Context: an optimization exercise on an open-source flow, tuned for small area and a short achievable clock period. The choices shown serve that exercise and are no tape-out recipe.
In this exercise RTL edits were held to simulation tests only and were not proved equivalent to the original.
No activity file was given, so power comes from the tool's default toggle rates.

north:
// execCore
module execCore
(
	input  logic                       clk,
	input  logic                       rstN,
	input  logic                       instrValid,
	input  logic [15:0]                instr,
	output logic                       wbValid,
	output logic [4-1:0] wbReg,
	output logic [16-1:0]     wbData,
	output logic                       carry,
	output logic                       low,
	output logic                       overflow,
	output logic                       zero,
	output logic                       negative
);
	localparam int W = 16;
	localparam int N = 16;
	logic [4-1:0] srcAddr, dstAddr;
	logic [W-1:0]   regs [N];
	logic [N*W-1:0] words;
	logic [N-1:0]   current, wbHit, dstHit;
	logic [4-1:0] wbRegN;  
	logic         srcIsReg, sub, countImm, wrEn, wrAlu, wrShift, updArith, updCmp;
	logic [W-1:0] immB;
	logic [3:1]   lut;
	assign dstAddr = instr[11:8];
	assign srcAddr = instr[3:0];
	execControl i_control (
		.instrValid (instrValid),
		.instr      (instr),
		.srcIsReg   (srcIsReg),
		.immB       (immB),
		.sub        (sub),
		.lut        (lut),
		.countImm   (countImm),
		.wrEn       (wrEn),
		.wrAlu      (wrAlu),
		.wrShift    (wrShift),
		.updArith   (updArith),
		.updCmp     (updCmp)
	);
  ...
==> module execControl, before the edit <==
module execControl
(
	input  logic                       instrValid,
	input  logic [15:0]                instr,
	output logic                       srcIsReg,     
	output logic [16-1:0]     immB,         
	output logic                       sub,
	output logic [3:1]                 lut,
	output logic                       countImm,     
	output logic                       wrEn,
	output logic                       wrAlu,        
	output logic                       wrShift,      
	output logic                       updArith,
	output logic                       updCmp
);
	logic [3:0] op, ext;
	logic [7:0] imm;
	logic       isReg, isAnd, isOr, isXor, isAdd, isSub, isCmp, isMov, isLui, isShift;
	logic       knownAlu;
	assign op  = instr[15:12];
	assign ext = instr[7:4];
	assign imm = instr[7:0];
	assign isReg    = (op == 4'h0);
	assign isAnd    = isReg ? (ext == 4'h1) : (op == 4'h1);
	assign isOr     = isReg ? (ext == 4'h2) : (op == 4'h2);
	assign isXor    = isReg ? (ext == 4'h3) : (op == 4'h3);
	assign isAdd    = isReg ? (ext == 4'h5) : (op == 4'h5);
	assign isSub    = isReg ? (ext == 4'h9) : (op == 4'h9);
	assign isCmp    = isReg ? (ext == 4'hB) : (op == 4'hB);
	assign isMov    = isReg ? (ext == 4'hD) : (op == 4'hD);
	assign isLui    = (op == 4'hF);
	assign countImm = (ext[3:1] == 3'b000);
	assign isShift  = (op == 4'h8) && ((ext == 4'h4) || countImm);
	regFormDecode i_regForm (.op(op[2:0]), .srcIsReg(srcIsReg));
	always_comb begin
		if (op == 4'hF)
			immB = {imm, 8'h00};
		else if (op[3] ^ op[2])  
			immB = {{8{imm[7]}}, imm};
		else
			immB = {8'h00, imm};
	end
	assign sub   = isSub | isCmp;
	assign lut[1] = ~isAnd;
	assign lut[2] = ~(isAnd | isMov | isLui);
	assign lut[3] = isAnd | isOr | isMov | isLui;
	assign knownAlu = isAnd | isOr | isXor | isAdd | isSub | isMov | isLui;
	assign wrAlu    = instrValid & knownAlu;
	assign wrShift  = instrValid & isShift;
	assign wrEn     = wrAlu | wrShift;
	assign updArith = instrValid & (isAdd | isSub);
	assign updCmp   = instrValid & isCmp;
endmodule
==> module regFormDecode, before the edit <==
module regFormDecode
(
	input  logic [2:0] op,
	output logic       srcIsReg
);
	assign srcIsReg = ~|op;
endmodule
==> module execCore, before the edit <==
module execCore
(
	input  logic                       clk,
	input  logic                       rstN,
	input  logic                       instrValid,
	input  logic [15:0]                instr,
	output logic                       wbValid,
	output logic [4-1:0] wbReg,
	output logic [16-1:0]     wbData,
	output logic                       carry,
	output logic                       low,
	output logic                       overflow,
	output logic                       zero,
	output logic                       negative
);
	localparam int W = 16;
	localparam int N = 16;
	logic [4-1:0] srcAddr, dstAddr;
	logic [W-1:0]   regs [N];
	logic [N*W-1:0] words;
	logic [N-1:0]   current, wbHit, dstHit;
	logic [4-1:0] wbRegN;  
	logic         srcIsReg, sub, countImm, wrEn, wrAlu, wrShift, updArith, updCmp;
	logic [W-1:0] immB;
	logic [3:1]   lut;
	assign dstAddr = instr[11:8];
	assign srcAddr = instr[3:0];
	execControl i_control (
		.instrValid (instrValid),
		.instr      (instr),
		.srcIsReg   (srcIsReg),
		.immB       (immB),
		.sub        (sub),
		.lut        (lut),
		.countImm   (countImm),
		.wrEn       (wrEn),
		.wrAlu      (wrAlu),
		.wrShift    (wrShift),
		.updArith   (updArith),
		.updCmp     (updCmp)
	);
	logic [N-1:0] srcSel, dstSel;
	logic         srcBypass, dstBypass;
	logic [W-1:0] opB, dstData;
	always_comb begin
		for (int i = 0; i < N; i++) begin
			words[i*W +: W] = regs[i];
			wbHit[i]        = (wbReg == i);
			dstHit[i]       = (dstAddr == i);
		end
	end
	readSel i_srcSel (
		.addr    (srcAddr),
		.en      (srcIsReg),
		.current (current),
		.wbReg   (~wbRegN),
		.sel     (srcSel),
		.bypass  (srcBypass)
	);
	readSel #(.HAS_EN(1'b0)) i_dstSel (
		.addr    (dstAddr),
		.en      (1'b1),
		.current (current),
		.wbReg   (~wbRegN),
		.sel     (dstSel),
		.bypass  (dstBypass)
	);
	readMux i_srcMux (
		.sel     (srcSel),
		.bypass  (srcBypass),
		.words   (words),
		.wbData  (wbData),
		.extraEn (~srcIsReg),
		.extra   (immB),
		.data   (opB)
	);
	readMux i_dstMux (
		.sel     (dstSel),
		.bypass  (dstBypass),
		.words   (words),
		.wbData  (wbData),
		.extraEn (1'b0),
		.extra   ({W{1'b0}}),
		.data   (dstData)
	);
	logic [W-1:0] half, rotated, keep, shKeep, base0, base1, if0, if1, wbNext;
	logic         carryOut, carry15, equal;
	logic [4:0] shiftCount;
	assign shiftCount = countImm ? instr[4:0] : opB[4:0];
	shifter i_shifter (
		.value      (dstData),
		.shiftCount (shiftCount),
		.rotated    (rotated),
		.keep       (keep)
	);
	assign base0  = ({W{wrAlu}} & half) | ({W{~wrEn}} & wbData);
	assign base1  = updArith ? ~half : base0;
	assign shKeep = {W{wrShift}} & keep;
	for (genvar i = 0; i < W; i++) begin : g_merge
		shiftMerge i_m0 (.base(base0[i]), .rot(rotated[i]), .keep(shKeep[i]), .y(if0[i]));
		shiftMerge i_m1 (.base(base1[i]), .rot(rotated[i]), .keep(shKeep[i]), .y(if1[i]));
	end
	alu i_alu (
		.regSrc    (opB),
		.regDst    (dstData),
		.sub       (sub),
		.lut       (lut),
		.if0       (if0),
		.if1       (if1),
		.half      (half),
		.nextValue (wbNext),
		.carryOut  (carryOut),
		.carry15   (carry15),
		.equal     (equal)
	);
	always_ff @(posedge clk or negedge rstN) begin
		if (!rstN) begin
			wbValid  <= 1'b0;
			wbReg    <= '0;
			wbRegN   <= '1;
			wbData   <= '0;
			current  <= '0;
			carry    <= 1'b0;
			low      <= 1'b0;
			overflow <= 1'b0;
			zero     <= 1'b0;
			negative <= 1'b0;
		end else begin
			wbValid <= wrEn;
			if (wrEn) begin
				wbReg  <= dstAddr;
				wbRegN <= ~dstAddr;
			end
			wbData  <= wbNext;
			current <= ~(dstHit & {N{wrEn}}) & (current | (wbHit & {N{wrEn}}));
			if (updArith) begin
				carry    <= carryOut ^ sub;
				overflow <= carryOut ^ carry15;
			end
			if (updCmp) begin
				low      <= ~carryOut;
				zero     <= equal;
				negative <= dstData[W-1] ^ opB[W-1] ^ ~carryOut;
			end
		end
	end
	always_ff @(posedge clk) begin
		for (int i = 0; i < N; i++) begin
			if (wbHit[i])
				regs[i] <= wbData;
		end
	end
endmodule
==> flow/config.mk <==
export PLATFORM = sky130hd
export DESIGN_NAME = execCore
export DESIGN_NICKNAME = execCore
export VERILOG_FILES = /design/flow/design.v
export SDC_FILE = /design/flow/constraint.sdc
export NUM_CORES = 4
export LEC_CHECK = 0
export CAP_MARGIN = 20
export CORE_MARGIN = 2
export CORE_UTILIZATION = 40
export SETUP_SLACK_MARGIN = 1.5
export SLEW_MARGIN = 20
export SYNTH_HIERARCHICAL = 1
==> flow/constraint.sdc <==
create_clock -name core_clock -period 5.5 [get_ports {clk}]
set_input_delay 1.1000 -clock core_clock [delete_from_list [all_inputs] [get_ports {clk}]]
set_output_delay 1.1000 -clock core_clock [all_outputs]
set_load 0.01 [all_outputs]
standard.sh (not shown) runs the stock make flow with config.mk's settings and CLKGATE_MAP_FILE= SYNTH_SCRIPT=/design/flow/synth_recipe.tcl, a recipe that flattens the netlist after the stock synthesis.
==> flow/flow/run.sh <==
#!/bin/bash
# The standard layout, with plain buffers on the ports (instead of the delay
# cells buffer_ports picks by default) and a clock tree of smaller buffers
# without dummy loads.
set -euo pipefail
bash standard.sh finish \
  "BUFFER_PORTS_ARGS=-buffer_cell sky130_fd_sc_hd__buf_2" \
  "CTS_ARGS=-sink_clustering_enable -repair_clock_nets -dont_use_dummy_load -buf_list sky130_fd_sc_hd__clkbuf_8 -sink_clustering_size 16 -sink_clustering_max_diameter 60" \
  > make_finish.log 2>&1
Modified inputs, south compared to north
-- flow/design.v --
<<< north, line 424
	output logic                       sub,
	output logic [3:1]                 lut,
	output logic                       countImm,     
	output logic                       wrEn,
	output logic                       wrAlu,        
>>> south, line 424
	output logic                       sub,
	output logic [3:1]                 lut,
	output logic                       wrEn,
	output logic                       wrAlu,        
<<< north, line 447
	assign isMov    = isReg ? (ext == 4'hD) : (op == 4'hD);
	assign isLui    = (op == 4'hF);
	assign countImm = (ext[3:1] == 3'b000);
	assign isShift  = (op == 4'h8) && ((ext == 4'h4) || countImm);
	regFormDecode i_regForm (.op(op[2:0]), .srcIsReg(srcIsReg));
	always_comb begin
		if (op == 4'hF)
>>> south, line 446
	assign isMov    = isReg ? (ext == 4'hD) : (op == 4'hD);
	assign isLui    = (op == 4'hF);
	logic countImm;
	assign countImm = (ext[3:1] == 3'b000);
	assign isShift  = (op == 4'h8) && ((ext == 4'h4) || countImm);
	regFormDecode i_regForm (.op(op), .ext(ext[3:1]), .srcIsReg(srcIsReg));
	always_comb begin
		if (op == 4'hF)
<<< north, line 471
module regFormDecode
(
	input  logic [2:0] op,
	output logic       srcIsReg
);
	assign srcIsReg = ~|op;
endmodule
`timescale 1ns/10ps
>>> south, line 471
module regFormDecode
(
	input  logic [3:0] op,
	input  logic [3:1] ext,
	output logic       srcIsReg
);
	assign srcIsReg = ~|op[2:0] & (~op[3] | (|ext));
endmodule
`timescale 1ns/10ps
<<< north, line 499
	logic [N-1:0]   current, wbHit, dstHit;
	logic [4-1:0] wbRegN;  
	logic         srcIsReg, sub, countImm, wrEn, wrAlu, wrShift, updArith, updCmp;
	logic [W-1:0] immB;
	logic [3:1]   lut;
>>> south, line 500
	logic [N-1:0]   current, wbHit, dstHit;
	logic [4-1:0] wbRegN;  
	logic         srcIsReg, sub, wrEn, wrAlu, wrShift, updArith, updCmp;
	logic [W-1:0] immB;
	logic [3:1]   lut;
<<< north, line 511
		.sub        (sub),
		.lut        (lut),
		.countImm   (countImm),
		.wrEn       (wrEn),
		.wrAlu      (wrAlu),
>>> south, line 512
		.sub        (sub),
		.lut        (lut),
		.wrEn       (wrEn),
		.wrAlu      (wrAlu),
<<< north, line 564
	logic [W-1:0] half, rotated, keep, shKeep, base0, base1, if0, if1, wbNext;
	logic         carryOut, carry15, equal;
	logic [4:0] shiftCount;
	assign shiftCount = countImm ? instr[4:0] : opB[4:0];
	shifter i_shifter (
		.value      (dstData),
		.shiftCount (shiftCount),
		.rotated    (rotated),
		.keep       (keep)
>>> south, line 564
	logic [W-1:0] half, rotated, keep, shKeep, base0, base1, if0, if1, wbNext;
	logic         carryOut, carry15, equal;
	shifter i_shifter (
		.value      (dstData),
		.shiftCount (opB[4:0]),
		.rotated    (rotated),
		.keep       (keep)
Notes after the runs:
Any difference in area enclosed by the die boundary between north and south is small enough to ignore. south — post-CTS setup repair buffer count about 8% higher, north as reference. Comparing final worst setup slack for south and north, the bigger number came from north. south vs north — power dropped by a few percent. Comparing north with south, the clock distribution area overhead in the final layout came out essentially unchanged. Number of cells on the worst reg-to-reg path delta for south relative to north: 5 lower.

## what the ideal ports hide
In the flow no input, the clock included, has a driving cell. The finished layouts below were timed again as built, in two steps. Step 1 (the two cells are an assumption about what drives the block):
set clk [get_ports {clk}]
set_driving_cell -lib_cell sky130_fd_sc_hd__clkbuf_16 $clk
set_driving_cell -lib_cell sky130_fd_sc_hd__buf_2 [delete_from_list [all_inputs] $clk]
Step 2, shift: input delay + t, output delay - t, t = (earliest + latest rising clock arrival at the registers) / 2. This alone moves slack from input paths to output paths. Slacks: ideal / step 1 / step 2; pairs: ideal / step 1.
| run | t, ns | slack for setup (ns) | worst setup path at the end | worst slew at a driven data input, ns |
|---|---|---|---|---|
| north | 0.647 | 1.391 / 1.385 / 0.738 | input to register | 0.07 |
| south | 0.653 | 1.140 / 1.143 / 0.490 | input to register | 0.06 |
After both steps every run listed still meets setup and hold. The setup slack of north, which loses most, moves by -0.006 ns with the drivers and by -0.653 ns with both steps.
